What follows belongs to an exercise in optimizing a design on an open flow for small area, a short achievable clock period and few clock cycles per item; a production flow would make more cautious choices.
Only simulation tests tie the RTL to the original design; equivalence was not proved.

[flow/flow/run.sh]
#!/bin/bash
set -euo pipefail
bash standard.sh SETUP_SLACK_MARGIN=6 "BUFFER_PORTS_ARGS=-buffer_cell sky130_fd_sc_hd__buf_2" finish > orfs_make.log 2>&1
[flow/standard.sh]
#!/bin/bash
# synth_recipe.tcl (not shown) runs the flow's synth.tcl, then flattens the netlist and writes it again
# the make line also repeats each setting of config.mk as NAME=value (left out here)
make -C /OpenROAD-flow-scripts/flow DESIGN_CONFIG=/design/flow/config.mk WORK_HOME=/design/flow/orfs CLKGATE_MAP_FILE= SYNTH_SCRIPT=/design/flow/synth_recipe.tcl "${@:-finish}"
[flow/config.mk]
export PLATFORM = sky130hd
export DESIGN_NAME = rational_arith_reduce
export DESIGN_NICKNAME = rational_arith_reduce
export VERILOG_FILES = /design/flow/design.v
export SDC_FILE = /design/flow/constraint.sdc
export NUM_CORES = 4
export LEC_CHECK = 0
export CAP_MARGIN = 20
export CORE_MARGIN = 2
export CORE_UTILIZATION = 55
export SLEW_MARGIN = 20
[flow/constraint.sdc]
create_clock -name core_clock -period 10.5 [get_ports {clk}]
set_input_delay 2.1000 -clock core_clock [delete_from_list [all_inputs] [get_ports {clk}]]
set_output_delay 2.1000 -clock core_clock [all_outputs]
set_load 0.01 [all_outputs]
[flow/design.v]
`default_nettype none
package rar_pkg;
    localparam logic [1:0] KIND_ADD = 2'd0;
    localparam logic [1:0] KIND_SUB = 2'd1;
    localparam logic [1:0] KIND_MUL = 2'd2;
    localparam logic [1:0] KIND_DIV = 2'd3;
    localparam logic [2:0] C_IDLE = 3'd0;
    localparam logic [2:0] C_ABS  = 3'd1;
    localparam logic [2:0] C_GCD  = 3'd2;
    localparam logic [2:0] C_DONE = 3'd3;
    localparam logic [2:0] C_ABSD = 3'd4;
endpackage
`default_nettype wire
`default_nettype none
module rar_add #(
    parameter int W = 64,
    parameter int L = 6          
) (
    input  wire logic [W-1:0] a,
    input  wire logic [W-1:0] b,
    input  wire logic         ci,
    output logic [W-1:0]      s,
    output logic              co
);
    logic [W-1:0] gg [0:2*L];
    logic [W-1:0] pp [0:2*L];
    logic [W:0]   c;
    assign gg[0] = a & b;
    assign pp[0] = a ^ b;
    for (genvar k = 0; k < L; k++) begin : g_up
        for (genvar i = 0; i < W; i++) begin : g_b
            if (((i + 1) % (2 << k)) == 0) begin : g_c
                assign gg[k+1][i] = gg[k][i] | (pp[k][i] & gg[k][i - (1 << k)]);
                assign pp[k+1][i] = pp[k][i] & pp[k][i - (1 << k)];
            end else begin : g_p
                assign gg[k+1][i] = gg[k][i];
                assign pp[k+1][i] = pp[k][i];
            end
        end
    end
    for (genvar k = L - 2; k >= 0; k--) begin : g_dn
        for (genvar i = 0; i < W; i++) begin : g_b
            if (((i + 1) % (2 << k)) == (1 << k) && i >= (2 << k)) begin : g_c
                assign gg[2*L-1-k][i] = gg[2*L-2-k][i] | (pp[2*L-2-k][i] & gg[2*L-2-k][i - (1 << k)]);
                assign pp[2*L-1-k][i] = pp[2*L-2-k][i] & pp[2*L-2-k][i - (1 << k)];
            end else begin : g_p
                assign gg[2*L-1-k][i] = gg[2*L-2-k][i];
                assign pp[2*L-1-k][i] = pp[2*L-2-k][i];
            end
        end
    end
    assign c[0] = ci;
    for (genvar i = 0; i < W; i++) begin : g_c2
        assign c[i+1] = gg[2*L-1][i] | (pp[2*L-1][i] & ci);
    end
    assign s  = pp[0] ^ c[W-1:0];
    assign co = c[W];
endmodule
module rar_add2 #(
    parameter int W = 63,
    parameter int L = 6          
) (
    input  wire logic [W-1:0] a,
    input  wire logic [W-1:0] b,
    output logic [W-1:0]      s0,
    output logic [W-1:0]      s1,
    output logic              co0,
    output logic              pall
);
    logic [W-1:0] gg [0:2*L];
    logic [W-1:0] pp [0:2*L];
    assign gg[0] = a & b;
    assign pp[0] = a ^ b;
    for (genvar k = 0; k < L; k++) begin : g_up
        for (genvar i = 0; i < W; i++) begin : g_b
            if (((i + 1) % (2 << k)) == 0) begin : g_c
                assign gg[k+1][i] = gg[k][i] | (pp[k][i] & gg[k][i - (1 << k)]);
                assign pp[k+1][i] = pp[k][i] & pp[k][i - (1 << k)];
            end else begin : g_p
                assign gg[k+1][i] = gg[k][i];
                assign pp[k+1][i] = pp[k][i];
            end
        end
    end
    for (genvar k = L - 2; k >= 0; k--) begin : g_dn
        for (genvar i = 0; i < W; i++) begin : g_b
            if (((i + 1) % (2 << k)) == (1 << k) && i >= (2 << k)) begin : g_c
                assign gg[2*L-1-k][i] = gg[2*L-2-k][i] | (pp[2*L-2-k][i] & gg[2*L-2-k][i - (1 << k)]);
                assign pp[2*L-1-k][i] = pp[2*L-2-k][i] & pp[2*L-2-k][i - (1 << k)];
            end else begin : g_p
                assign gg[2*L-1-k][i] = gg[2*L-2-k][i];
                assign pp[2*L-1-k][i] = pp[2*L-2-k][i];
            end
        end
    end
    assign s0   = pp[0] ^ {gg[2*L-1][W-2:0], 1'b0};
    assign s1   = pp[0] ^ {gg[2*L-1][W-2:0] | pp[2*L-1][W-2:0], 1'b1};
    assign co0  = gg[2*L-1][W-1];
    assign pall = pp[2*L-1][W-1];
endmodule
module rational_arith_reduce (
    input  wire logic               clk,
    input  wire logic               rst_n,
    input  wire logic               in_valid,
    output logic                    in_stall,
    input  wire logic [1:0]         kind,
    input  wire logic signed [31:0] a_num,
    input  wire logic [30:0]        a_den,
    input  wire logic signed [31:0] b_num,
    input  wire logic [30:0]        b_den,
    output logic                    out_valid,
    input  wire logic               out_stall,
    output logic signed [31:0]      res_num,
    output logic [30:0]             res_den,
    output logic                    div_zero,
    output logic                    overflow
);
    logic        m_busy;        
    logic        m_full;        
    logic [3:0]  m_cnt;         
    logic [31:0] xb;            
    logic [30:0] xd;            
    logic        k_sub, k_mul, k_div, k_two;
    logic [33:0] n_hi;          
    logic [31:0] n_lo;          
    logic [32:0] d_hi;          
    logic [31:0] d_lo;          
    logic [2:0]  dg1, dga;      
    logic        m_dsgn;        
    logic        m_acc, m_take, m_take_d;
    logic        is_add, is_sub, is_mul, is_div;
    logic [35:0] x1, x2, x3;
    logic [35:0] t1, t2, t3;
    logic        c1, c2, c3;
    logic [35:0] nh_in, dh_in;
    logic [35:0] csa_s, csa_c;
    logic [36:0] n_sum;
    logic [35:0] d_sum;
    assign is_add = (kind == rar_pkg::KIND_ADD);
    assign is_sub = (kind == rar_pkg::KIND_SUB);
    assign is_mul = (kind == rar_pkg::KIND_MUL);
    assign is_div = (kind == rar_pkg::KIND_DIV);
    assign in_stall = m_busy || m_full;
    assign m_take   = in_valid && !in_stall;
    assign m_acc    = m_busy;
    function automatic logic [2:0] booth(input logic [2:0] b);
        booth = {b[1] ^ b[0], (b[2] && !b[1] && !b[0]) || (!b[2] && b[1] && b[0]), b[2]};
    endfunction
    assign x2 = {{4{xb[31]}}, xb};
    assign x1 = k_mul ? x2 : {5'd0, xd};
    assign x3 = k_div ? x2 : {5'd0, xd};
    assign c1 = dg1[0] && (dg1[2] || dg1[1]);
    assign c2 = (dga[0] ^ k_sub) && (dga[2] || dga[1]) && k_two;
    assign c3 = (dga[0] ^ (k_div && xb[31])) && (dga[2] || dga[1]);
    assign t1 = (dg1[2] ? x1 : dg1[1] ? {x1[34:0], 1'b0} : 36'd0) ^ {36{c1}};
    assign t2 = (!k_two ? 36'd0 : dga[2] ? x2 : dga[1] ? {x2[34:0], 1'b0} : 36'd0) ^ {36{c2}};
    assign t3 = (dga[2] ? x3 : dga[1] ? {x3[34:0], 1'b0} : 36'd0) ^ {36{c3}};
    assign nh_in = (m_cnt == 4'd0) ? 36'd0 : {{2{n_hi[33]}}, n_hi};
    assign csa_s = nh_in ^ t1 ^ t2;
    assign csa_c = {(nh_in[34:0] & t1[34:0]) | (nh_in[34:0] & t2[34:0]) | (t1[34:0] & t2[34:0]), c1};
    rar_add #(.W(36), .L(6)) u_nadd (.a(csa_s), .b(csa_c), .ci(c2), .s(n_sum[36:1]), .co());
    assign n_sum[0] = 1'b0;
    assign dh_in = (m_cnt == 4'd0) ? 36'd0 : {{3{d_hi[32]}}, d_hi};
    rar_add #(.W(36), .L(6)) u_dadd (.a(dh_in), .b(t3), .ci(c3), .s(d_sum), .co());
    always_ff @(posedge clk or negedge rst_n)
    begin
        if (!rst_n)
        begin
            m_busy <= 1'b0;
            m_full <= 1'b0;
            m_cnt  <= 4'd0;
        end
        else
        begin
            if (m_take)
                m_busy <= 1'b1;
            else if (m_busy && (m_cnt == 4'd15))
                m_busy <= 1'b0;
            if (m_busy && (m_cnt == 4'd15))
                m_full <= 1'b1;
            else if (m_take_d)
                m_full <= 1'b0;
            if (m_take)
                m_cnt <= 4'd0;
            else if (m_busy)
                m_cnt <= m_cnt + 4'd1;
        end
    end
    always_ff @(posedge clk)
    begin
        if (m_take)
        begin
            xb     <= b_num;
            xd     <= b_den;
            k_sub  <= is_sub;
            k_mul  <= is_mul;
            k_div  <= is_div;
            k_two  <= is_add || is_sub;
            m_dsgn <= is_div && b_num[31];
            n_lo   <= a_num;
            d_lo   <= {1'b0, a_den};
            dg1    <= booth({a_num[1:0], 1'b0});
            dga    <= booth({a_den[1:0], 1'b0});
        end
        else if (m_acc)
        begin
            n_hi <= n_sum[36:3];
            n_lo <= {n_sum[2:1], n_lo[31:2]};
            d_hi <= d_sum[34:2];
            d_lo <= {d_sum[1:0], d_lo[31:2]};
            dg1  <= booth(n_lo[3:1]);
            dga  <= booth(d_lo[3:1]);
        end
    end
    logic [2:0]  c_state;
    logic [63:0] u, v;
    logic signed [31:0] ca, cb;
    logic [30:0] cc, ce;
    logic        ca_o, cb_o, cc_o, ce_o;
    logic        nsgn, nz, dz;
    logic        dsg, dzn;      
    logic        mu, mv;        
    logic        pend;          
    logic        ps1, ps2;      
    logic        take, load, last, abs_do, abs_any;
    logic        in_idle, in_abs, in_absd, in_gcd, in_done;
    logic        u0, v0, bo, be;
    logic [62:0] y, xn, x0;
    logic        ugt, eq;
    logic        u_upd, v_upd, be_e;
    logic        su1, su2, sv1, sv2, sbe1, sbe2;
    logic [63:0] u_sh, v_sh, u_nx, v_nx;
    logic        pend_nx;
    logic        npath, dzero, sigma;
    logic [63:0] d_val;
    assign in_idle = (c_state == rar_pkg::C_IDLE);
    assign in_abs  = (c_state == rar_pkg::C_ABS);
    assign in_absd = (c_state == rar_pkg::C_ABSD);
    assign in_gcd  = (c_state == rar_pkg::C_GCD);
    assign in_done = (c_state == rar_pkg::C_DONE);
    assign u0   = u[0];
    assign v0   = v[0];
    assign bo   = u0 && v0;
    assign be   = !u0 && !v0;
    assign be_e = be && !pend;
    rar_add2 #(.W(63), .L(6)) u_sub (
        .a(mu ? 63'd0 : u[63:1]),
        .b(~(mv ? 63'd0 : v[63:1])),
        .s0(x0), .s1(y), .co0(ugt), .pall(eq)
    );
    assign xn = ~x0;
    assign last   = in_gcd && bo && eq;
    assign take   = (in_done || in_absd) && !out_stall;
    assign load   = m_full && (in_idle || in_done || last);
    assign abs_do = in_abs || (in_absd && !out_stall);
    assign abs_any = in_abs || in_absd;
    assign m_take_d = load;
    assign u_upd = !pend && (!u0 || (bo && ugt));
    assign v_upd = pend || (u0 && !v0) || (bo && !ugt);
    assign sbe1 = u[1] || v[1];
    assign sbe2 = u[2] || v[2];
    assign su1 = abs_any || (be_e ? sbe1 : y[0]);
    assign su2 = !su1 && (be_e ? sbe2 : y[1]);
    assign sv1 = abs_any || (pend ? ps1 : xn[0]);
    assign sv2 = !sv1 && (pend ? ps2 : xn[1]);
    assign u_sh = su1 ? {1'b0, y} : su2 ? {2'b00, y[62:1]} : {3'b000, y[62:2]};
    assign v_sh = sv1 ? {1'b0, xn} : sv2 ? {2'b00, xn[62:1]} : {3'b000, xn[62:2]};
    logic u0n, v0n;
    always_comb
    begin
        if (abs_do)
        begin
            u0n = npath ? v[0] : y[0];
            v0n = npath ? xn[0] : v[0];
        end
        else if (pend)
        begin
            u0n = u[0];
            v0n = ps1 ? v[1] : ps2 ? v[2] : v[3];
        end
        else if (be)
        begin
            u0n = sbe1 ? u[1] : sbe2 ? u[2] : u[3];
            v0n = 1'b0;
        end
        else
        begin
            u0n = u_upd ? (y[0] || y[1] || y[2]) : 1'b1;
            v0n = v_upd ? (xn[0] || xn[1] || xn[2]) : 1'b1;
        end
    end
    assign dzero = (d_hi == 33'd0) && (d_lo == 32'd0);
    assign d_val = {2'b00, d_hi[29:0], d_lo[31:1], d_lo[0] | dzero};
    assign npath = nsgn || nz;
    assign sigma = nsgn ^ (dsg && !dzn);
    always_comb
    begin
        u_nx = u;
        v_nx = v;
        pend_nx = pend;
        if (load)
        begin
            u_nx = {n_hi[30:0], n_lo, 1'b0};
            v_nx = d_val;
            pend_nx = 1'b0;
        end
        else if (abs_do)
        begin
            u_nx = npath ? v : {1'b0, y};
            v_nx = npath ? {1'b0, xn} : v;
            pend_nx = 1'b0;
        end
        else if (in_gcd)
        begin
            if (u_upd)
                u_nx = u_sh;
            if (v_upd)
                v_nx = v_sh;
            pend_nx = be_e;
        end
    end
    logic signed [31:0] ab_sum;
    logic [31:0] ce_sum;
    logic        ab_ovf, ce_ovf;
    logic [31:0] a_sh, b_sh;
    logic [30:0] c_sh, e_sh;
    logic        a_sho, b_sho, c_sho, e_sho;
    logic        a_add, b_add;
    rar_add #(.W(32), .L(5)) u_abadd (.a(ca), .b(cb), .ci(1'b0), .s(ab_sum), .co());
    assign ab_ovf = (ca[31] == cb[31]) && (ab_sum[31] != ca[31]);
    rar_add #(.W(31), .L(5)) u_ceadd (.a(cc), .b(ce), .ci(1'b0), .s(ce_sum[30:0]), .co(ce_sum[31]));
    assign ce_ovf = ce_sum[31];
    function automatic logic [32:0] shs(input logic [31:0] x, input logic s1, input logic s2);
        if (s1)
            shs = {x[31] != x[30], x[30:0], 1'b0};
        else if (s2)
            shs = {!((x[31] == x[30]) && (x[30] == x[29])), x[29:0], 2'b00};
        else
            shs = {!((x[31] == x[30]) && (x[30] == x[29]) && (x[29] == x[28])), x[28:0], 3'b000};
    endfunction
    function automatic logic [31:0] shu(input logic [30:0] x, input logic s1, input logic s2);
        if (s1)
            shu = {x[30], x[29:0], 1'b0};
        else if (s2)
            shu = {x[30] || x[29], x[28:0], 2'b00};
        else
            shu = {x[30] || x[29] || x[28], x[27:0], 3'b000};
    endfunction
    assign {a_sho, a_sh} = shs(ca, su1, su2);
    assign {b_sho, b_sh} = shs(cb, sv1, sv2);
    assign {c_sho, c_sh} = shu(cc, su1, su2);
    assign {e_sho, e_sh} = shu(ce, sv1, sv2);
    assign a_add   = bo && !ugt;
    assign b_add   = bo && ugt;
    always_ff @(posedge clk or negedge rst_n)
    begin
        if (!rst_n)
            c_state <= rar_pkg::C_IDLE;
        else if (abs_do)
            c_state <= nz ? rar_pkg::C_DONE : rar_pkg::C_GCD;
        else if (load)
            c_state <= (in_done && !out_stall) ? rar_pkg::C_ABS : (in_idle ? rar_pkg::C_ABS : rar_pkg::C_ABSD);
        else if (last)
            c_state <= rar_pkg::C_DONE;
        else if (take)
            c_state <= rar_pkg::C_IDLE;
    end
    always_ff @(posedge clk)
    begin
        u    <= u_nx;
        v    <= v_nx;
        pend <= pend_nx;
        if (in_gcd && be_e)
        begin
            ps1 <= sbe1;
            ps2 <= sbe2;
        end
        if (load || (in_absd && out_stall))
        begin
            mu <= 1'b0;
            mv <= 1'b1;
        end
        else
        begin
            mu <= (u0n && !v0n) || pend_nx;
            mv <= !u0n && (v0n || !pend_nx);
        end
        if (load)
        begin
            nsgn <= n_hi[33];
            nz   <= (n_hi == 34'd0) && (n_lo == 32'd0);
            dsg  <= m_dsgn;
            dzn  <= dzero;
        end
        if (abs_do)
        begin
            dz <= dzn;
            if (npath)
            begin
                ca <= 32'd0;
                cb <= sigma ? -32'sd1 : 32'sd1;
                cc <= (dzn && !nz) ? 31'd0 : 31'd1;
                ce <= 31'd0;
            end
            else
            begin
                ca <= sigma ? -32'sd1 : 32'sd1;
                cb <= 32'd0;
                cc <= 31'd0;
                ce <= dzn ? 31'd0 : 31'd1;
            end
            ca_o <= 1'b0;
            cb_o <= 1'b0;
            cc_o <= 1'b0;
            ce_o <= 1'b0;
        end
        else if (in_gcd && !pend)
        begin
            if (v0)
            begin
                ca   <= a_add ? ab_sum : a_sh;
                ca_o <= a_add ? (ca_o || cb_o || ab_ovf) : (ca_o || a_sho);
                cc   <= a_add ? ce_sum[30:0] : c_sh;
                cc_o <= a_add ? (cc_o || ce_o || ce_ovf) : (cc_o || c_sho);
            end
            if (u0)
            begin
                cb   <= b_add ? ab_sum : b_sh;
                cb_o <= b_add ? (ca_o || cb_o || ab_ovf) : (cb_o || b_sho);
                ce   <= b_add ? ce_sum[30:0] : e_sh;
                ce_o <= b_add ? (cc_o || ce_o || ce_ovf) : (ce_o || e_sho);
            end
        end
    end
    assign out_valid = in_done || in_absd;
    assign res_num   = ca;
    assign res_den   = cc;
    assign div_zero  = dz;
    assign overflow  = ca_o || cc_o;
endmodule
`default_nettype wire
==> key figures, run 1 <==
Outcome
  – Status: finished clean

CTS
  – Hold Buf Count CTS: 0
  – Sinks on Clock Net: 479
  – Clock transition at path regs: 0.06 ns
  – CTS tree: done
  – Worst skew pair latency: 0.63 ns
  – Max Root-Sink Buffers: 3
  – Clock buffer count from CTS: 56
  – Root buf cell: clkbuf_16
  – H-tree lvl count: 2

Finish
  – Layout area overhead: 16.1%
  – Nets@finish: 4809
  – Leading cell type in the layout, fill and taps excluded: nand2_1
  – Most frequent cells in the layout: 643 x nand2_1, 460 x edfxtp_1, 420 x nor2_1
  – Share of cells above drive strength 1: 15.7%

Worst setup path
  – CP endpoint: n_hi[32]$_DFFE_PP_
  – Worst Setup SP: m_cnt[0]$_DFFE_PN0P_
  – Crit start category: flip-flop
  – Crit Path Class: flip-flop to flip-flop
  – Critical path peak fanout: 6
  – WP data required: 10.87 ns
  – Reg2reg start: m_cnt[0]$_DFFE_PN0P_
  – R2R cell count: 18
  – R2R Path End: n_hi[32]$_DFFE_PP_
  – Worst setup EP type: flip-flop
  – Crit path DAT: 4.79 ns
  – R2R Setup Slk: 6.08 ns

Placement
  – IO Port Bufs: 198
  – Placer Congestion: 0.909
  – DP Wirelength: 77800 µm
  – Setup WS pre-CTS: 4.29 ns

Die
  – Io pins: 199
  – Die width: 267 µm
  – Die height: 267 µm
  – Die area: 0.0716 mm²
  – Starting Density: 55.6%
  – Cell Rows: 96
  – Core area: 0.0687 mm²

Route
  – Wire per inst: 23.1 µm
  – Routed Antenna Nets: 0
  – Initial DRC Count: 3816
  – Drc violations: 0
  – Vias per cell: 6.32
  – Routed WL: 124000 µm
  – First-pass DRT Iterations: 6
  – Routed vias: 33.9k

Global routing
  – Largest net degree at the start of global routing: 116
  – Vias in the first global route: 31.8k
  – Layer with the highest usage: met2
  – First-pass GRT wire length: 184000 µm
  – Met2 Use GR: 52.6%
  – Initial antenna violation count: 2
  – Grt total ovfl: 0
  – GR Layer Usage met1: 45.8%
  – Met3 global-route usage: 5.52%
  – Gr usage total: 32.8%

Timing
  – Final Hold Viols: 0
  – RSZ-0062 raised after global routing: true
  – Clock skew: 0.0162 ns
  – Final period util: 42.1%
  – Setup WS post-layout: 6.08 ns
  – Max-slew violations: 0
  – Post-route setup TNS: 0 ns
  – Worst-margin pin slew: 1.11 ns
  – Fin crit period: 4.42 ns
  – Worst hold slack: 0.479 ns
  – Final setup vio count: 0
  – Max Clk Rate: 0.226 GHz
  – Relative slew margins: 26.0%

Logic synthesis
  – Post-synth EDFFs: 460
  – Mapped Nets: 4685
  – Ys Warns: 13
  – #FFs+latches synth: 479
  – Sequential element share of the synthesized area: 37.3%
  – Ys async rst share: 1.88%
  – Post-synthesis cell area: 0.0382 mm²
  – Synth Instances: 4262
  – Mean Syn Cell Area: 8.96 µm²
  – Cell variety after synth: 94
  – Ys flop type: edfxtp_1

Hold path
  – Worst Hold Class: flip-flop to flip-flop
  – Hold depth: 2

Flow run
  – Max-Cap Viols: 0
[metal layers]
metal / part of all wire, % / wire length [µm]
met3: 9.0 / 11100
met2: 46 / 56900
met4: 3.2 / 3920
met1: 42 / 51900
met5: 0.0073 / 9
[cells by family (layout without fill, tap and decap cells)]
family / Yosys count / after routing / share of synthesized area (%)
mux: 105 / 105 / 2.87
xor+xnor: 275 / 275 / 6.33
flops: 479 / 479 / 37.3
compound gates: 1151 / 1151 / 19.6
simple gates: 1566 / 1574 / 18.4
fa+ha+maj: 291 / 291 / 11.5
buf+inv: 395 / 558 / 4.02
other cells: 0 / 1 / 0
[how the worst min path moves through the flow]
stage / start / end / slack [ns]
floorplan: m_dsgn$_DFFE_PP_ / dsg$_DFFE_PP_ / 0.40
global placement: ce_o$_SDFFE_PN0P_ / ce_o$_SDFFE_PN0P_ / 0.45
detailed placement: ce_o$_SDFFE_PN0P_ / ce_o$_SDFFE_PN0P_ / 0.46
CTS: ce_o$_SDFFE_PN0P_ / ce_o$_SDFFE_PN0P_ / 0.47
global route: cc_o$_SDFFE_PN0P_ / cc_o$_SDFFE_PN0P_ / 0.51
finish: ce_o$_SDFFE_PN0P_ / ce_o$_SDFFE_PN0P_ / 0.48
[registers in the layout (all words and copies together), names as in the netlist, 32 cells and up]
register	flops
cb	32
n_hi	34
u	64
ca	32
v	63
d_hi	33
xb	32
[area by class of cell]
cell class / instances / area [µm²]
well taps: 931 / 1160
inverters: 105 / 424
fillers: 5794 / 24400
clock inverters: 30 / 282
multi-input cells: 3396 / 23800
clock buffers: 75 / 1510
repair buffers: 348 / 2960
diodes: 1 / 2.50
flip-flops and latches: 479 / 14200
[per-stage QoR]
| stage | instance area (µm²) | cells | utilization [%] |
|---|---|---|---|
| after floorplan | 38200 | 4262 | - |
| final | 44400 | 5365 | 64.6 |
| after detailed placement | 39700 | 5140 | 57.8 |
| after CTS | 42800 | 5298 | 62.2 |
| after global routing | 44300 | 5364 | 64.5 |
| after global placement | 39700 | 5139 | 57.7 |
[worst max-delay path: stages, from the launching register on]
cell       delay, ns
dfrtp_1         0.39
inv_1           0.07
ha_1            0.14
nor3b_4         0.30
buf_6           0.17
clkbuf_16       0.15
nor2b_1         0.06
fa_2            0.38
ha_4            0.31
nand3_1         0.12
nor4_4          0.37
nor4_4          0.10
or4b_4          0.60
a21boi_4        0.21
o41ai_4         0.12
o211ai_2        0.26
a31oi_4         0.14
o21bai_1        0.19
xor2_1          0.08
[cells in the mapped netlist, types with 47 or more instances]
| master | instances | area share, % |
|---|---|---|
| edfxtp_1 | 460 | 36 |
| nand2_1 | 654 | 6.4 |
| ha_1 | 193 | 6.3 |
| a21o_1 | 70 | 1.4 |
| a311oi_1 | 84 | 1.9 |
| o21ai_0 | 213 | 2.8 |
| mux2i_1 | 70 | 1.8 |
| a21oi_1 | 365 | 4.8 |
| fa_1 | 98 | 5.1 |
| xor2_1 | 117 | 2.7 |
| clkbuf_1 | 237 | 2.3 |
| nor2_1 | 425 | 4.2 |
| o211ai_1 | 59 | 1.2 |
| nand3_1 | 71 | 0.93 |
| a22oi_1 | 47 | 0.92 |
| xnor2_1 | 157 | 3.6 |
| nor2b_1 | 145 | 2.4 |
| nand2b_1 | 80 | 1.3 |
| inv_1 | 102 | 1.0 |
[repair_timing]
| action | CTS | global route |
|---|---|---|
| hold endpoints to repair | 0 | 0 |
| endpoints found under the setup margin | 432 | 320 |
| resized for setup | 147 | 172 |
| buffers inserted | 40 | 51 |
| pin swaps | 25 | 69 |
| cloned | 13 | 13 |
Testbench counts, summed over its fixed seeds: cycles 54,254, items 1,920.
==> inputs of run 2 (changes only) <==
--- a/flow/design.v
+++ b/flow/design.v
@@ -156,10 +156,10 @@
     assign t2 = (!k_two ? 36'd0 : dga[2] ? x2 : dga[1] ? {x2[34:0], 1'b0} : 36'd0) ^ {36{c2}};
     assign t3 = (dga[2] ? x3 : dga[1] ? {x3[34:0], 1'b0} : 36'd0) ^ {36{c3}};
-    assign nh_in = (m_cnt == 4'd0) ? 36'd0 : {{2{n_hi[33]}}, n_hi};
+    assign nh_in = {{2{n_hi[33]}}, n_hi};
     assign csa_s = nh_in ^ t1 ^ t2;
     assign csa_c = {(nh_in[34:0] & t1[34:0]) | (nh_in[34:0] & t2[34:0]) | (t1[34:0] & t2[34:0]), c1};
     rar_add #(.W(36), .L(6)) u_nadd (.a(csa_s), .b(csa_c), .ci(c2), .s(n_sum[36:1]), .co());
     assign n_sum[0] = 1'b0;
-    assign dh_in = (m_cnt == 4'd0) ? 36'd0 : {{3{d_hi[32]}}, d_hi};
+    assign dh_in = {{3{d_hi[32]}}, d_hi};
     rar_add #(.W(36), .L(6)) u_dadd (.a(dh_in), .b(t3), .ci(c3), .s(d_sum), .co());
     always_ff @(posedge clk or negedge rst_n)
@@ -198,5 +198,7 @@
             k_two  <= is_add || is_sub;
             m_dsgn <= is_div && b_num[31];
+            n_hi   <= 34'd0;
             n_lo   <= a_num;
+            d_hi   <= 33'd0;
             d_lo   <= {1'b0, a_den};
             dg1    <= booth({a_num[1:0], 1'b0});
==> run 2 against run 1 <==
Compared with the run above: final cell count up 0.82%; non-clock buffer count up 24; die area down 1.2%; clock-buffer cell count down 1; clock skew down 0.0021 ns; hold slack better by 0.014 ns; largest cell class unchanged; highest routed layer is now met4.
==> key figures, run 2 <==
Global routing
  – Met3 global-route usage: 6.12% (+0.60 points)
  – Initial antenna violation count: 0 (-2)
  – Layer with the highest usage: met2
  – First-pass GRT wire length: 181000 µm (-1.9%)
  – Gr usage total: 32.2% (-0.62 points)
  – Vias in the first global route: 31.5k (-1.1%)
  – Grt total ovfl: 0 (unchanged)
  – Largest net degree at the start of global routing: 93 (-20%)
  – Met2 Use GR: 51.7% (-0.85 points)
  – GR Layer Usage met1: 44.7% (-1.1 points)

Worst setup path
  – Crit path DAT: 4.93 ns (+0.14 ns)
  – Crit Path Class: flip-flop to flip-flop
  – R2R Setup Slk: 5.97 ns (-0.11 ns)
  – WP data required: 10.90 ns (+0.03 ns)
  – Reg2reg start: mv$_SDFF_PP1_
  – Critical path peak fanout: 8 (+2)
  – Crit start category: flip-flop
  – Worst setup EP type: flip-flop
  – R2R Path End: v[27]$_DFFE_PP_
  – R2R cell count: 20 (+2)

Die
  – Die area: 0.0707 mm² (-1.2%)
  – Die width: 266 µm (-0.59%)
  – Starting Density: 55.3% (-0.28 points)
  – Io pins: 199 (unchanged)
  – Die height: 266 µm (-0.59%)
  – Cell Rows: 96 (unchanged)
  – Core area: 0.0682 mm² (-0.70%)

Logic synthesis
  – #FFs+latches synth: 479 (unchanged)
  – Synth top area cells: edfxtp_1 31%, nand2_1 6.9%, ha_1 6.4%, fa_1 5.2%, a21oi_1 5.2%
  – Sequential element share of the synthesized area: 36.0% (-1.3 points)
  – Post-synth top cells: 692 x nand2_1, 418 x nor2_1, 393 x edfxtp_1
  – Ys flop type: edfxtp_1
  – Cell variety after synth: 86 (-8.5%)
  – Area leader, netlist: edfxtp_1
  – Mapped Nets: 4746 (+1.3%)
  – Ys Warns: 13 (unchanged)
  – Post-synthesis cell area: 0.0377 mm² (-1.2%)
  – Synth Instances: 4324 (+1.5%)
  – Most used standard cell by instance count after synthesis: nand2_1
  – Post-synth EDFFs: 393 (-15%)
  – Yosys top cell area share: 31.3% (-4.9 points)
  – Mean Syn Cell Area: 8.73 µm² (-2.6%)
  – Ys async rst share: 1.88% (unchanged)

Placement
  – Setup WS pre-CTS: 4.26 ns (-0.0383 ns)
  – IO Port Bufs: 198 (unchanged)
  – DP Wirelength: 77600 µm (-0.28%)
  – Placer Congestion: 0.921 (+1.4%)

Hold path
  – Worst Hold Class: flip-flop to flip-flop
  – Hold EP: ce_o$_SDFFE_PN0P_
  – Hold wc startpoint: ce_o$_SDFFE_PN0P_
  – Hold depth: 2 (unchanged)

Finish
  – Top reg by flops: u
  – Max FFs per register: 64 (unchanged)
  – Biggest regs: u (64), v (63), n_hi (34)
  – Leading cell type in the layout, fill and taps excluded: nand2_1
  – Nets@finish: 4897 (+1.8%)
  – Most frequent cells in the layout: 682 x nand2_1, 406 x nor2_1, 393 x edfxtp_1
  – Fill count: 5827 (+0.57%)
  – Layout area overhead: 18.4%
  – Sequential Area: 0.0136 mm² (-4.7%)
  – Share of cells above drive strength 1: 16.7% (+1.0 points)
  – Final Core Density: 65.4% (+0.90 points)
  – Area of the multi-input gates: 0.0243 mm² (+2.4%)

CTS
  – CTS tree: done
  – Clock buffer count from CTS: 57 (+1.8%)
  – Clock transition at path regs: 0.06 ns (about the same)
  – Hold Buf Count CTS: 0 (unchanged)
  – H-tree lvl count: 2 (unchanged)
  – Sinks on Clock Net: 479 (unchanged)
  – Root buf cell: clkbuf_16
  – Worst skew pair latency: 0.63 ns (about the same)
  – Max Root-Sink Buffers: 3 (unchanged)

Timing
  – Relative slew margins: 10.2% (-16 points)
  – Worst-margin pin slew: 1.35 ns (+0.238 ns)
  – Post-route setup TNS: 0 ns (unchanged)
  – Clock skew: 0.0140 ns (-0.00214 ns)
  – Setup WS post-layout: 5.97 ns (-0.115 ns)
  – Fin crit period: 4.53 ns (+0.115 ns)
  – Final period util: 43.2% (+1.1 points)
  – Final Hold Viols: 0 (unchanged)
  – Max Clk Rate: 0.221 GHz (-2.5%)
  – Final setup vio count: 0 (unchanged)
  – Max-slew violations: 0 (unchanged)
  – RSZ-0062 raised after global routing: true

Route
  – Routed WL: 125000 µm (+1.3%)
  – Vias per cell: 6.32 (about the same)
  – Routed vias: 34.2k (+0.84%)
  – First-pass DRT Iterations: 7 (+1)
  – Drc violations: 0 (unchanged)
  – Initial DRC Count: 3328 (-13%)
  – Routed Antenna Nets: 0 (unchanged)
  – Wire per inst: 23.2 µm (+0.47%)

Flow run
  – Max-Cap Viols: 0 (unchanged)

Outcome
  – Status: finished clean
[run 2: metal layers]
layer  part of all wire (%)  vias to the layer above
li1                       -                    15900
met1                     42                    16500
met2                     46                     1533
met3                    9.1                      274
met4                    3.5                        0
met5                      0                        -
[run 2: logic make-up after synthesis]
| group | Yosys count | synth area share, % |
|---|---|---|
| adders and majority gates | 290 | 11.6 |
| xor gates and xnor gates | 286 | 6.64 |
| and+or+nand+nor | 1521 | 17.8 |
| buffers and inverters | 417 | 4.25 |
| AOI/OAI and AO/OA | 1229 | 21.1 |
| muxes | 102 | 2.71 |
| DFF | 479 | 36.0 |
[run 2: worst max-delay path by stage]
stage,end,from
2_1_floorplan,ca[0]$_DFFE_PP_,out_stall
3_3_place_gp,u[41]$_DFFE_PP_,mu$_SDFF_PP0_
3_5_place_dp,u[41]$_DFFE_PP_,mu$_SDFF_PP0_
4_1_cts,u[18]$_DFFE_PP_,mu$_SDFF_PP0_
5_1_grt,mu$_SDFF_PP0_,mv$_SDFF_PP1_
6_report,v[27]$_DFFE_PP_,mv$_SDFF_PP1_
[run 2: area by class of cell]
cell class | instances | share of cell area, %
tap | 882 | 2.47
inverter | 126 | 1.12
sequential | 479 | 30.4
clock buffer | 74 | 3.60
antenna | 3 | 0.0168
multi-input combinational | 3439 | 54.5
clock inverter | 34 | 0.787
timing repair buffer | 372 | 7.12
[run 2: stage by stage]
stage / instance area [µm²] / instances / hold slack [ns]
after floorplan: 37800 / 4324 / 0.400
after global placement: 39200 / 5156 / 0.440
after detailed placement: 39200 / 5156 / 0.467
after CTS: 42200 / 5303 / 0.481
after global routing: 44600 / 5406 / 0.518
final: 44700 / 5409 / 0.492
[run 2: repair_timing]
item                                    in CTS  in global routing
pin swaps                                   18                 81
setup buffers                               28                 72
gates resized for setup                    107                304
cloned                                      11                 31
endpoints found under the setup margin     428                361
endpoints found under the hold margin        0                  0
[run 2: worst max-delay path: stages (launching register included)]
cell	delay, ns
dfxtp_4	0.37
buf_12	0.14
buf_16	0.14
nand2b_4	0.15
ha_4	0.28
nand4_1	0.19
or4_4	0.60
or3_4	0.39
o211ai_1	0.24
nand2_1	0.09
nand2_1	0.07
a21o_1	0.18
a31oi_4	0.11
ha_4	0.22
nand2b_4	0.17
a21oi_4	0.22
buf_6	0.13
o21ai_4	0.06
buf_12	0.17
nand2b_4	0.18
clkbuf_16	0.21
Testbench counts of run 2, summed over its fixed seeds: cycles 54,254, items 1,920.
==> inputs of run 3 (changes only) <==
--- a/flow/config.mk
+++ b/flow/config.mk
@@ -8,4 +8,4 @@
 export CAP_MARGIN = 20
 export CORE_MARGIN = 2
-export CORE_UTILIZATION = 55
+export CORE_UTILIZATION = 62
 export SLEW_MARGIN = 20
==> run 3 against run 2 <==
Compared with the run above: utilization is 6.4 points higher; still clean on timing, DRC and antenna; clock skew is 0.0045 ns higher; final cell count is 2.6% lower; non-clock buffer count is 32 lower; routed wire length is 4.2% lower; highest routed layer is now met5; final area is 3.1% lower; first-iteration DRC count is 24% higher.
==> key figures, run 3 <==
Logic synthesis
  – Sequential element share of the synthesized area: 36.0% (unchanged)
  – #FFs+latches synth: 479 (unchanged)
  – Synth Instances: 4324 (unchanged)
  – Ys flop type: edfxtp_1
  – Area leader, netlist: edfxtp_1
  – Post-synthesis cell area: 0.0377 mm² (unchanged)
  – Most used standard cell by instance count after synthesis: nand2_1
  – Mapped Nets: 4746 (unchanged)
  – Ys Warns: 13 (unchanged)
  – Cell variety after synth: 86 (unchanged)
  – Post-synth EDFFs: 393 (unchanged)
  – Synth top area cells: edfxtp_1 31%, nand2_1 6.9%, ha_1 6.4%, fa_1 5.2%, a21oi_1 5.2%
  – Yosys top cell area share: 31.3% (unchanged)
  – Post-synth top cells: 692 x nand2_1, 418 x nor2_1, 393 x edfxtp_1
  – Ys async rst share: 1.88% (unchanged)
  – Mean Syn Cell Area: 8.73 µm² (unchanged)

Hold path
  – Worst Hold Class: flip-flop to flip-flop

Finish
  – Biggest regs: u (64), v (63), n_hi (34)
  – Nets@finish: 4861 (-0.74%)
  – Post-Layout Cell Count: 5266 (-2.6%)
  – Share of cells above drive strength 1: 14.0% (-2.8 points)
  – N_diodes: 0 (-3)
  – Most frequent cells in the layout: 683 x nand2_1, 408 x nor2_1, 393 x edfxtp_1
  – Leading cell type in the layout, fill and taps excluded: nand2_1
  – Top reg by flops: u
  – Max FFs per register: 64 (unchanged)
  – Layout area overhead: 14.7%

Worst setup path
  – WP data required: 10.79 ns (-0.11 ns)
  – Crit path DAT: 4.81 ns (-0.12 ns)
  – Crit start category: flip-flop
  – CP cell instances: buf_12, clkbuf_16, nand2b_1, ha_4, nand4_4, or4_4, or3_4, o211ai_1, nand2_1, nand2_1, a21o_1, a31oi_1, ha_2, nand2b_4, buf_4, nand2_1, nand2_2, nand2_8
  – CP top delay family: simple AND/OR/NAND/NOR gates
  – Buf+Inv Stages, Crit Path: 3 (-2)
  – Critical path peak fanout: 31 (+23)
  – Worst setup EP type: flip-flop
  – Critical path's largest stage delay: 0.56 ns (-0.04 ns)
  – Crit Path Class: flip-flop to flip-flop
  – R2R Setup Slk: 5.97 ns (about the same)
  – Most Frequent Cell on Critical Path: nand2_1
  – Slowest CP cell: or4_4

Die
  – Die area: 0.0628 mm² (-11%)
  – Die height: 251 µm (-5.7%)
  – Cell Rows: 90 (-6.3%)
  – Core area: 0.0602 mm² (-12%)
  – Io pins: 199 (unchanged)
  – Die width: 251 µm (-5.7%)
  – Starting Density: 62.6% (+7.3 points)

CTS
  – Root buf cell: clkbuf_16
  – Worst skew pair latency: 0.63 ns (about the same)
  – Max Root-Sink Buffers: 3 (unchanged)
  – Clock transition at path regs: 0.06 ns (about the same)
  – Clock buffer count from CTS: 55 (-3.5%)
  – Sinks on Clock Net: 479 (unchanged)
  – H-tree lvl count: 2 (unchanged)
  – CTS tree: done

Global routing
  – Met2 Use GR: 55.9% (+4.1 points)
  – Layer with the highest usage: met2
  – GR Layer Usage met1: 49.2% (+4.5 points)
  – Vias in the first global route: 31.6k (+0.40%)
  – Grt total ovfl: 0 (unchanged)
  – Largest net degree at the start of global routing: 118 (+27%)
  – Gr usage total: 35.6% (+3.4 points)
  – Initial antenna violation count: 1 (+1)
  – Met3 global-route usage: 6.64% (+0.52 points)
  – First-pass GRT wire length: 178000 µm (-1.5%)

Route
  – Routed WL: 120000 µm (-4.2%)
  – Drc violations: 0 (unchanged)
  – Wire per inst: 22.8 µm (-1.6%)
  – Routed Antenna Nets: 0 (unchanged)
  – Vias per cell: 6.54 (+3.5%)
  – Initial DRC Count: 4128 (+24%)
  – Routed vias: 34.5k (+0.79%)
  – First-pass DRT Iterations: 8 (+1)

Timing
  – Fin crit period: 4.53 ns (-0.00637 ns)
  – Max Clk Rate: 0.221 GHz (+0.14%)
  – Clock skew: 0.0186 ns (+0.00455 ns)
  – RSZ-0062 raised after global routing: true
  – Worst-margin pin slew: 1.16 ns (-0.184 ns)
  – Final setup vio count: 0 (unchanged)
  – Relative slew margins: 21.9% (+12 points)
  – Final period util: 43.1% (-0.061 points)
  – Final Hold Viols: 0 (unchanged)
  – Worst hold slack: 0.486 ns (-0.00696 ns)
  – Max-slew violations: 0 (unchanged)
  – Post-route setup TNS: 0 ns (unchanged)

Placement
  – DP Wirelength: 74500 µm (-3.9%)
  – Placer Congestion: 0.966 (+5.0%)
  – DP Cell Count: 5054 (-2.0%)
  – IO Port Bufs: 198 (unchanged)

Flow run
  – Max-Cap Viols: 0 (unchanged)

Outcome
  – Status: finished clean
run 3: cell counts after synthesis:
Identical to the previous run, type by type.
run 3: worst paths after layout:
path                                        start                    to  depth (start not counted)
worst max register to register      mv$_SDFF_PP1_        u[3]$_DFFE_PP_                         18
min in group asynchronous                   rst_n  m_cnt[0]$_DFFE_PN0P_                          1
worst min-delay path            cc_o$_SDFFE_PN0P_     cc_o$_SDFFE_PN0P_                          2
max in group asynchronous                   rst_n    m_busy$_DFFE_PN0P_                          1
worst min register to register  cc_o$_SDFFE_PN0P_     cc_o$_SDFFE_PN0P_                          2
worst max-delay path                mv$_SDFF_PP1_        u[3]$_DFFE_PP_                         18
run 3: per-layer routing:
metal | vias up | part of all wire [%] | wire length, µm
li1 | 15800 | - | -
met1 | 16500 | 40 | 48500
met2 | 1850 | 45 | 54000
met3 | 314 | 11 | 12800
met4 | 2 | 4.1 | 4930
met5 | - | 0.011 | 13
run 3: cell families (layout without fill, tap and decap cells):
logic type / after synthesis / in the layout / synth area share, %
and+or+nand+nor: 1521 / 1530 / 17.8
AOI/OAI and AO/OA: 1229 / 1229 / 21.1
DFF: 479 / 479 / 36.0
buffers and inverters: 417 / 568 / 4.25
adders and majority gates: 290 / 290 / 11.6
xor gates and xnor gates: 286 / 286 / 6.64
muxes: 102 / 102 / 2.71
run 3: through the flow:
stage                     worst slack [ns]  area (µm²)  util (%)
after CTS                             5.92       41800      69.3
after floorplan                       5.89       37800         -
after detailed placement              4.79       39000      64.8
after global routing                  5.87       43300      71.8
final                                 5.97       43300      71.8
after global placement                4.87       39000      64.8
run 3: area by class of cell:
| type | count | area [µm²] |
|---|---|---|
| flip-flops and latches | 479 | 13600 |
| well taps | 782 | 978 |
| repair buffers | 340 | 2740 |
| clock inverters | 11 | 80.1 |
| fillers | 4756 | 17000 |
| multi-input cells | 3437 | 23700 |
| inverters | 126 | 493 |
| clock buffers | 91 | 1690 |
run 3: worst min-delay path, stage by stage, from the launching register on:
cell and delay [ns]:
dfxtp_1 0.31, inv_1 0.07, a21oi_1 0.06
run 3: what timing repair did:
action	4_1_cts	5_1_grt
buffers inserted	31	48
pin swaps	15	47
gates resized for setup	95	167
hold endpoints to repair	0	0
setup endpoints to repair	434	397
cloned	12	19
hold buffers	0	0
==> inputs of run 4 (changes only) <==
--- a/flow/config.mk
+++ b/flow/config.mk
@@ -8,4 +8,4 @@
 export CAP_MARGIN = 20
 export CORE_MARGIN = 2
-export CORE_UTILIZATION = 62
+export CORE_UTILIZATION = 66
 export SLEW_MARGIN = 20
==> run 4 against run 3 <==
Compared with the run above: synthesized cell count is the same; worst setup slack improved by 0.021 ns; routed wire length shrank 1.3%; critical path depth is 3 higher; flip-flop and latch count unchanged; final cell count down 0.89%; area after synthesis did not move; critical path type unchanged; global-route usage rose by 2.0 points.
==> key figures, run 4 <==
Worst setup path
  – Crit start category: flip-flop
  – Buf+Inv Stages, Crit Path: 4 (+1)
  – Worst setup EP type: flip-flop
  – Most Frequent Cell on Critical Path: buf_12
  – Slowest CP cell: dfxtp_4
  – CP cell instances: buf_12, nand2b_1, ha_2, a21oi_1, o21ai_2, a221oi_2, nand3_2, a21oi_4, o211ai_1, nand2_1, nand2_1, a21o_1, a31oi_4, ha_4, nand2b_4, a21oi_4, buf_4, o21ai_4, buf_12, nand2b_4, buf_12
  – WP data required: 10.83 ns (+0.04 ns)
  – Crit Path Class: flip-flop to flip-flop
  – Crit path DAT: 4.84 ns (+0.03 ns)
  – CP top delay family: compound AO/OA/AOI/OAI gates
  – Critical path peak fanout: 16 (-48%)
  – Critical path's largest stage delay: 0.43 ns (-0.13 ns)

Timing
  – Final period util: 42.9% (-0.20 points)
  – RSZ-0062 raised after global routing: true
  – Max Clk Rate: 0.222 GHz (+0.47%)
  – Max-slew violations: 0 (unchanged)
  – Fin crit period: 4.50 ns (-0.0210 ns)
  – Clock skew: 0.0468 ns (+0.0282 ns)
  – Worst hold slack: 0.460 ns (-0.0251 ns)
  – Worst-margin pin slew: 1.24 ns (+0.0797 ns)
  – Setup WS post-layout: 6.00 ns (+0.0210 ns)
  – Relative slew margins: 16.5% (-5.4 points)
  – Post-route setup TNS: 0 ns (unchanged)
  – Final setup vio count: 0 (unchanged)
  – Final Hold Viols: 0 (unchanged)

Finish
  – Max FFs per register: 64 (unchanged)
  – Share of cells above drive strength 1: 13.3% (-0.65 points)
  – Layout area overhead: 14.0%
  – Top reg by flops: u
  – Post-Layout Cell Count: 5219 (-0.89%)
  – Fill count: 4113 (-14%)
  – Nets@finish: 4838 (-0.47%)
  – Biggest regs: u (64), v (63), n_hi (34)
  – N_diodes: 0 (unchanged)
  – Most frequent cells in the layout: 684 x nand2_1, 405 x nor2_1, 393 x edfxtp_1
  – Leading cell type in the layout, fill and taps excluded: nand2_1
  – Final Core Density: 76.1% (+4.3 points)

Logic synthesis
  – Post-synth EDFFs: 393 (unchanged)
  – Cell variety after synth: 86 (unchanged)
  – Synth Instances: 4324 (unchanged)
  – Area leader, netlist: edfxtp_1
  – Mean Syn Cell Area: 8.73 µm² (unchanged)
  – Mapped Nets: 4746 (unchanged)
  – Yosys top cell area share: 31.3% (unchanged)
  – Synth top area cells: edfxtp_1 31%, nand2_1 6.9%, ha_1 6.4%, fa_1 5.2%, a21oi_1 5.2%
  – Ys Warns: 13 (unchanged)
  – Ys async rst share: 1.88% (unchanged)
  – #FFs+latches synth: 479 (unchanged)
  – Most used standard cell by instance count after synthesis: nand2_1
  – Post-synthesis cell area: 0.0377 mm² (unchanged)
  – Ys flop type: edfxtp_1
  – Sequential element share of the synthesized area: 36.0% (unchanged)
  – Post-synth top cells: 692 x nand2_1, 418 x nor2_1, 393 x edfxtp_1

Route
  – Wire per inst: 22.7 µm (-0.45%)
  – Routed Antenna Nets: 0 (unchanged)
  – Drc violations: 0 (unchanged)
  – Vias per cell: 6.64 (+1.4%)
  – Initial DRC Count: 4445 (+7.7%)
  – Routed vias: 34.6k (+0.53%)
  – Routed WL: 119000 µm (-1.3%)
  – First-pass DRT Iterations: 11 (+3)

Placement
  – Setup WS pre-CTS: 4.80 ns (+0.0114 ns)
  – DP Wirelength: 73300 µm (-1.7%)
  – IO Port Bufs: 198 (unchanged)
  – Placer Congestion: 0.956 (-1.1%)
  – DP Cell Count: 5026 (-0.55%)

Global routing
  – Largest net degree at the start of global routing: 210 (+78%)
  – Initial antenna violation count: 2 (+1)
  – Grt total ovfl: 0 (unchanged)
  – Gr usage total: 37.6% (+2.0 points)
  – First-pass GRT wire length: 178000 µm (-0.17%)
  – Vias in the first global route: 32.0k (+1.3%)

Die
  – Io pins: 199 (unchanged)
  – Starting Density: 66.8% (+4.2 points)
  – Die width: 243 µm (-3.0%)
  – Core area: 0.0565 mm² (-6.2%)
  – Die height: 243 µm (-3.0%)
  – Die area: 0.0591 mm² (-6.0%)
  – Cell Rows: 87 (-3.3%)

CTS
  – H-tree lvl count: 2 (unchanged)
  – CTS tree: done
  – Root buf cell: clkbuf_16
  – Sinks on Clock Net: 479 (unchanged)
  – Max Root-Sink Buffers: 3 (unchanged)
  – Clock buffer count from CTS: 55 (unchanged)
  – Worst skew pair latency: 0.65 ns (+0.02 ns)
  – Clock transition at path regs: 0.06 ns (about the same)

Flow run
  – Max-Cap Viols: 0 (unchanged)

Outcome
  – Status: finished clean

Hold path
  – Worst Hold Class: flip-flop to flip-flop
## run 4: cell counts after synthesis
No cell type changed its count.
## run 4: path summary, 6_finish.rpt
path / startpoint / endpoint / slack [ns] / cells past startpoint
setup / recovery: mv$_SDFF_PP1_ / v[57]$_DFFE_PP_ / 6.00 / 21
hold / removal: ce_o$_SDFFE_PN0P_ / ce_o$_SDFFE_PN0P_ / 0.46 / 2
setup reg to reg: mv$_SDFF_PP1_ / v[57]$_DFFE_PP_ / 6.00 / 21
hold reg to reg: ce_o$_SDFFE_PN0P_ / ce_o$_SDFFE_PN0P_ / 0.46 / 2
max in group asynchronous: rst_n / c_state[0]$_DFFE_PN0P_ / 8.84 / 1
min in group asynchronous: rst_n / m_cnt[3]$_DFFE_PN0P_ / 1.38 / 1
## run 4: tightest hold or removal path, delay by kind of cell (launching register included)
kind             cells  cell delay [ns]
flip-flops           1             0.32
AO/OA/AOI/OAI        1             0.04
AND/OR/NAND/NOR      1             0.07
## run 4: area by class of cell
| type | count | area, µm² | area share, % |
|---|---|---|---|
| Timing Repair Buffer | 314 | 2360 | 5.49 |
| Clock inverter | 33 | 569 | 1.32 |
| Sequential cell | 479 | 13600 | 31.6 |
| Tap cell | 756 | 946 | 2.20 |
| Multi-Input combinational cell | 3440 | 23600 | 54.8 |
| Clock buffer | 71 | 1500 | 3.48 |
| Inverter | 126 | 490 | 1.14 |
## run 4: metrics by stage
step                      instance area (µm²)
final                                   43000
after global routing                    43000
after CTS                               41900
after detailed placement                39000
after global placement                  39000
after floorplan                         37800
## run 4: logic make-up after synthesis
group | Yosys count | share of synthesized area [%]
buffers and inverters | 417 | 4.25
muxes | 102 | 2.71
and+or+nand+nor | 1521 | 17.8
AOI/OAI and AO/OA | 1229 | 21.1
DFF | 479 | 36.0
xor gates and xnor gates | 286 | 6.64
adders and majority gates | 290 | 11.6
## run 4: metal layers
layer / track usage (%) / share of wire, % / wire length (µm)
met1: 51.0 / 39 / 46200
met2: 58.2 / 44 / 52600
met3: 8.59 / 12 / 14100
met4: 15.5 / 4.8 / 5710
met5: 0 / 0.0067 / 8
## run 4: repair_timing
item | in CTS | in global routing
setup buffers | 27 | 38
endpoints found under the setup margin | 428 | 350
cloned | 12 | 12
hold buffers | 0 | 0
resized for setup | 77 | 132
pin swaps | 11 | 36
==> inputs of run 5 (changes only) <==
--- a/flow/config.mk
+++ b/flow/config.mk
@@ -6,6 +6,6 @@
 export NUM_CORES = 4
 export LEC_CHECK = 0
-export CAP_MARGIN = 20
+export CAP_MARGIN = 5
 export CORE_MARGIN = 2
-export CORE_UTILIZATION = 66
-export SLEW_MARGIN = 20
+export CORE_UTILIZATION = 62
+export SLEW_MARGIN = 5
==> run 5 against run 4 <==
Compared with the run above: synthesized cell count unchanged; flip-flop and latch count unchanged; die area up 6.3%; critical endpoint is now u[43]$_DFFE_PP_; clock skew down 0.023 ns; via count down 0.83%; non-clock buffer count up 17; area after synthesis unchanged; first-iteration DRC count down 4.2%.
==> key figures, run 5 <==
Finish
  – Sequential Area: 0.0136 mm² (about the same)
  – Max FFs per register: 64 (unchanged)
  – Layout area overhead: 14.4%
  – Leading cell type in the layout, fill and taps excluded: nand2_1
  – Fill count: 4779 (+16%)
  – Nets@finish: 4852 (+0.29%)
  – Biggest regs: u (64), v (63), n_hi (34)
  – Share of cells above drive strength 1: 13.6% (+0.30 points)
  – Most frequent cells in the layout: 683 x nand2_1, 408 x nor2_1, 393 x edfxtp_1
  – Top reg by flops: u
  – Area of the multi-input gates: 0.0238 mm² (+0.79%)

Route
  – Wire per inst: 22.7 µm (about the same)
  – Vias per cell: 6.53 (-1.6%)
  – Routed vias: 34.4k (-0.83%)
  – Routed Antenna Nets: 0 (unchanged)
  – Routed WL: 119000 µm (+0.68%)
  – Drc violations: 0 (unchanged)
  – First-pass DRT Iterations: 8 (-3)
  – Initial DRC Count: 4260 (-4.2%)

Die
  – Cell Rows: 90 (+3.4%)
  – Die height: 251 µm (+3.1%)
  – Core area: 0.0602 mm² (+6.6%)
  – Die area: 0.0628 mm² (+6.3%)
  – Starting Density: 62.6% (-4.2 points)
  – Die width: 251 µm (+3.1%)
  – Io pins: 199 (unchanged)

Worst setup path
  – WP data required: 10.88 ns (+0.05 ns)
  – Crit Path Class: flip-flop to flip-flop
  – Worst setup EP type: flip-flop
  – Crit start category: flip-flop
  – Critical path peak fanout: 16 (unchanged)
  – Crit path DAT: 4.92 ns (+0.08 ns)

Global routing
  – Grt total ovfl: 0 (unchanged)
  – First-pass GRT wire length: 178000 µm (+0.17%)
  – Vias in the first global route: 31.6k (-1.3%)
  – Largest net degree at the start of global routing: 118 (-44%)
  – Gr usage total: 35.6% (-2.0 points)
  – Initial antenna violation count: 2 (unchanged)

CTS
  – Hold Buf Count CTS: 0 (unchanged)
  – Sinks on Clock Net: 479 (unchanged)
  – Worst skew pair latency: 0.63 ns (-0.02 ns)
  – Root buf cell: clkbuf_16
  – H-tree lvl count: 2 (unchanged)
  – Max Root-Sink Buffers: 3 (unchanged)
  – CTS tree: done
  – Clock transition at path regs: 0.06 ns (about the same)
  – Clock buffer count from CTS: 55 (unchanged)

Logic synthesis
  – Area leader, netlist: edfxtp_1
  – Ys async rst share: 1.88% (unchanged)
  – Ys flop type: edfxtp_1
  – Post-synth EDFFs: 393 (unchanged)
  – Cell variety after synth: 86 (unchanged)
  – Post-synth top cells: 692 x nand2_1, 418 x nor2_1, 393 x edfxtp_1
  – Synth Instances: 4324 (unchanged)
  – Sequential element share of the synthesized area: 36.0% (unchanged)
  – #FFs+latches synth: 479 (unchanged)
  – Most used standard cell by instance count after synthesis: nand2_1
  – Mapped Nets: 4746 (unchanged)
  – Synth top area cells: edfxtp_1 31%, nand2_1 6.9%, ha_1 6.4%, fa_1 5.2%, a21oi_1 5.2%
  – Yosys top cell area share: 31.3% (unchanged)
  – Ys Warns: 13 (unchanged)
  – Mean Syn Cell Area: 8.73 µm² (unchanged)
  – Post-synthesis cell area: 0.0377 mm² (unchanged)

Timing
  – Relative slew margins: 16.9% (+0.40 points)
  – RSZ-0062 raised after global routing: true
  – Fin crit period: 4.54 ns (+0.0334 ns)
  – Final Hold Viols: 0 (unchanged)
  – Worst-margin pin slew: 1.23 ns (-0.00598 ns)
  – Final period util: 43.2% (+0.32 points)
  – Max-slew violations: 0 (unchanged)
  – Max Clk Rate: 0.220 GHz (-0.74%)
  – Final setup vio count: 0 (unchanged)
  – Post-route setup TNS: 0 ns (unchanged)
  – Clock skew: 0.0236 ns (-0.0231 ns)

Placement
  – DP Wirelength: 74500 µm (+1.7%)
  – IO Port Bufs: 198 (unchanged)
  – Placer Congestion: 0.966 (+1.1%)

Outcome
  – Status: finished clean

Hold path
  – Worst Hold Class: flip-flop to flip-flop

Flow run
  – Max-Cap Viols: 0 (unchanged)
[run 5: cell counts after synthesis]
Identical to the previous run, type by type.
[run 5: per-stage QoR]
step	std cells	hold slack, ns	area (µm²)	utilization [%]	setup slack (ns)
after floorplan	4324	0.400	37800	-	5.89
after global placement	5054	0.440	39000	64.8	4.87
after detailed placement	5054	0.472	39000	64.8	4.79
after CTS	5199	0.489	41800	69.3	5.92
after global routing	5257	0.514	43200	71.6	5.83
final	5259	0.484	43200	71.7	5.96
[run 5: path summary, 6_finish.rpt]
| kind | from | end | slack [ns] | cells past startpoint |
|---|---|---|---|---|
| max in group asynchronous | rst_n | m_busy$_DFFE_PN0P_ | 8.81 | 1 |
| min in group asynchronous | rst_n | m_cnt[0]$_DFFE_PN0P_ | 1.38 | 1 |
| hold / removal | cc_o$_SDFFE_PN0P_ | cc_o$_SDFFE_PN0P_ | 0.48 | 2 |
| hold reg to reg | cc_o$_SDFFE_PN0P_ | cc_o$_SDFFE_PN0P_ | 0.48 | 2 |
| setup reg to reg | mv$_SDFF_PP1_ | u[43]$_DFFE_PP_ | 5.96 | 19 |
| setup / recovery | mv$_SDFF_PP1_ | u[43]$_DFFE_PP_ | 5.96 | 19 |
[run 5: cell type report]
type	count	share of cell area, %
Antenna cell	2	0.0116
Clock inverter	11	0.186
Inverter	126	1.14
Clock buffer	91	3.91
Timing Repair Buffer	331	5.99
Multi-Input combinational cell	3437	55.0
Tap cell	782	2.27
Sequential cell	479	31.5
[run 5: kinds of logic (layout without fill, tap and decap cells)]
logic type	Yosys count	in the layout	synth area share, %
adder cells (fa/ha/maj)	290	290	11.6
other	0	2	0
XOR/XNOR	286	286	6.64
buffers and inverters	417	559	4.25
flip-flops	479	479	36.0
AND/OR/NAND/NOR	1521	1530	17.8
multiplexers	102	102	2.71
AO/OA/AOI/OAI	1229	1229	21.1
[run 5: worst max-delay path, cell delays in order (launching register included)]
cell,delay [ns]
dfxtp_4,0.42
buf_16,0.19
nand2b_1,0.19
ha_2,0.20
or4_4,0.54
o211ai_4,0.20
nand2_2,0.11
a21oi_4,0.19
buf_4,0.14
o21ai_2,0.09
a21oi_2,0.17
buf_4,0.14
o21ai_0,0.12
fa_1,0.43
a31oi_1,0.22
xor2_1,0.33
o221ai_1,0.21
a21oi_1,0.15
o21ai_0,0.11
o21a_1,0.13
[run 5: timing repair]
action,4_1_cts,5_1_grt
cloned,12,17
gates resized for setup,95,156
endpoints found under the setup margin,434,398
pin swaps,15,36
buffers inserted,31,40
[run 5: routing by layer]
layer,global-route usage (%),wire (µm)
met5,0,73
met3,6.64,12200
met4,13.4,4560
met2,55.9,53900
met1,49.2,48800
==> inputs of run 6 (changes only) <==
==> flow/flow/run.sh (replaced) <==
#!/bin/bash
set -euo pipefail
bash standard.sh SETUP_SLACK_MARGIN=6.2 "BUFFER_PORTS_ARGS=-buffer_cell sky130_fd_sc_hd__buf_2" finish > orfs_make.log 2>&1
--- a/flow/config.mk
+++ b/flow/config.mk
@@ -6,6 +6,6 @@
 export NUM_CORES = 4
 export LEC_CHECK = 0
-export CAP_MARGIN = 5
+export CAP_MARGIN = 20
 export CORE_MARGIN = 2
-export CORE_UTILIZATION = 62
-export SLEW_MARGIN = 5
+export CORE_UTILIZATION = 55
+export SLEW_MARGIN = 20
==> run 6 against run 5 <==
Compared with the run above: synthesized cell count unchanged; die area rose by 13%; global-route usage shrank 2.8 points; critical path depth up 2; sequential share of layout area shrank 1.1 points; highest routed layer is now met4; flip-flop and latch count is the same; final cell count grew 3.1%.
==> key figures, run 6 <==
CTS
  – Max Root-Sink Buffers: 3 (unchanged)
  – CTS tree: done
  – Clock buffer count from CTS: 56 (+1.8%)

Logic synthesis
  – Ys Warns: 13 (unchanged)
  – Mapped Nets: 4746 (unchanged)
  – Cell variety after synth: 86 (unchanged)
  – Post-synthesis cell area: 0.0377 mm² (unchanged)
  – Yosys top cell area share: 31.3% (unchanged)
  – Area share of xor/xnor cells in the synthesized design: 6.64% (unchanged)
  – Post-Synth Adder-Cell Area: 11.6% (unchanged)
  – Synth top area cells: edfxtp_1 31%, nand2_1 6.9%, ha_1 6.4%, fa_1 5.2%, a21oi_1 5.2%
  – Post-synthesis mux area share: 2.71% (unchanged)
  – Most used standard cell by instance count after synthesis: nand2_1
  – Synth Instances: 4324 (unchanged)
  – Area leader, netlist: edfxtp_1
  – Ys async rst share: 1.88% (unchanged)
  – Post-synth EDFFs: 393 (unchanged)
  – Post-synth top cells: 692 x nand2_1, 418 x nor2_1, 393 x edfxtp_1

Timing
  – Worst hold slack: 0.476 ns (-0.00864 ns)
  – Clock skew: 0.0224 ns (-0.00123 ns)
  – Final Hold Viols: 0 (unchanged)
  – Final period util: 42.8% (-0.43 points)
  – Post-route setup TNS: 0 ns (unchanged)
  – RSZ-0062 raised after global routing: true
  – Relative slew margins: 16.7% (-0.21 points)
  – Max-slew violations: 0 (unchanged)
  – Max Clk Rate: 0.223 GHz (+1.0%)

Placement
  – IO Port Bufs: 198 (unchanged)
  – Setup WS pre-CTS: 4.59 ns (-0.200 ns)

Worst setup path
  – Critical path's largest stage delay: 0.54 ns (about the same)
  – Crit Path Class: flip-flop to flip-flop
  – Buf+Inv Stages, Crit Path: 2 (-1)
  – CP cell instances: buf_12, nand2b_1, ha_4, nand4_1, or4_4, or3_4, o211ai_1, nand2_1, nand2_1, a21o_1, a31oi_1, ha_2, nand2b_4, a21oi_4, nand4_1, a22oi_1, o21ai_1, o21ai_1, inv_1, a21oi_1, nor2_1
  – CP top delay family: simple AND/OR/NAND/NOR gates
  – R2R cell count: 21 (+2)

Finish
  – Leading cell type in the layout, fill and taps excluded: nand2_1
  – Most frequent cells in the layout: 681 x nand2_1, 406 x nor2_1, 393 x edfxtp_1
  – Nets@finish: 4918 (+1.4%)

Die
  – Io pins: 199 (unchanged)
  – Starting Density: 55.3% (-7.3 points)
  – Die width: 266 µm (+6.1%)

Global routing
  – Initial antenna violation count: 1 (-1)
  – First-pass GRT wire length: 184000 µm (+3.6%)

Route
  – First-pass DRT Iterations: 7 (-1)
  – Routed WL: 128000 µm (+6.9%)

Outcome
  – Status: finished clean

Hold path
  – Hold EP: ce_o$_SDFFE_PN0P_
  – Hold wc startpoint: ce_o$_SDFFE_PN0P_
## run 6: worst max-delay path by stage
stage / startpoint / slack, ns / end
floorplan: out_stall / 5.89 / ca[0]$_DFFE_PP_
global placement: mu$_SDFF_PP0_ / 4.78 / v[20]$_DFFE_PP_
detailed placement: mu$_SDFF_PP0_ / 4.59 / v[20]$_DFFE_PP_
CTS: mv$_SDFF_PP1_ / 6.12 / v[35]$_DFFE_PP_
global route: mv$_SDFF_PP1_ / 5.93 / mu$_SDFF_PP0_
finish: mv$_SDFF_PP1_ / 6.01 / mu$_SDFF_PP0_
## run 6: layout make-up
class	instances	area share (%)
sequential	479	30.3
inverter	126	1.13
timing repair buffer	392	7.56
multi-input combinational	3441	54.6
tap	882	2.46
clock inverter	36	0.620
antenna	1	0.00559
clock buffer	67	3.27
## run 6: stage by stage
| stage | area [µm²] |
|---|---|
| after floorplan | 37800 |
| after global placement | 39200 |
| after detailed placement | 39200 |
| after CTS | 42600 |
| after global routing | 44800 |
| final | 44800 |
## run 6: logic make-up after synthesis
kind of cell,count (synthesis)
simple gates,1521
compound gates,1229
flops,479
buf+inv,417
fa+ha+maj,290
xor+xnor,286
mux,102
## run 6: per-layer routing
metal  vias up  global-route usage, %  share of wire [%]
met1     16600                   46.2                 42
met2      1573                   51.2                 46
met3       271                   6.26                8.7
met4         0                   10.3                3.5
li1      16000                      -                  -
met5         -                      0                  0
## run 6: worst register-to-register path, cell delays in order, from the launching register on
cell      delay (ns)
dfxtp_4         0.38
buf_12          0.16
nand2b_1        0.21
ha_4            0.31
nand4_1         0.20
or4_4           0.54
or3_4           0.36
o211ai_1        0.32
nand2_1         0.10
nand2_1         0.08
a21o_1          0.15
a31oi_1         0.09
ha_2            0.24
nand2b_4        0.17
a21oi_4         0.18
nand4_1         0.16
a22oi_1         0.20
o21ai_1         0.08
o21ai_1         0.16
inv_1           0.07
a21oi_1         0.12
nor2_1          0.09
## run 6: repair_timing
| item | CTS | global route |
|---|---|---|
| endpoints found under the setup margin | 433 | 354 |
| resized for setup | 179 | 218 |
| cloned | 10 | 32 |
| setup buffers | 54 | 66 |
| pin swaps | 37 | 81 |

[afterwards: timing with drivers on the ports]
No port has a modelled driver above. Below, the same layouts with a new extraction and two added sets of constraints. Step 1: set_driving_cell puts a clkbuf_16 on clk and a buf_2 on each other input, an assumption about the parent block. Step 2 adds t to the input delays and takes it off the output delays; t is the mean of the earliest and latest rising clock arrival at the registers after step 1. Input paths then give back, and output paths get back, about the clock's delay inside the block. Three values: no drivers, after step 1, after step 2; two values: the first two.
run	t (ns)	setup WS [ns]	worst setup path at the end	pins driven straight from the clock port
run 1	0.688	6.083 / 6.083 / 5.500	input to register	1
run 2	0.691	5.968 / 5.968 / 5.434	input to register	1
run 3	0.693	5.974 / 5.974 / 5.326	input to register	1
run 4	0.692	5.995 / 5.995 / 5.341	input to register	1
run 5	0.691	5.962 / 5.962 / 5.395	input to register	1
run 6	0.690	6.008 / 6.008 / 5.602	input to register	1
After both steps every run listed still meets setup and hold. The setup slack of run 4, which loses most, moves by 0.000 ns with the drivers and by -0.654 ns with both steps.
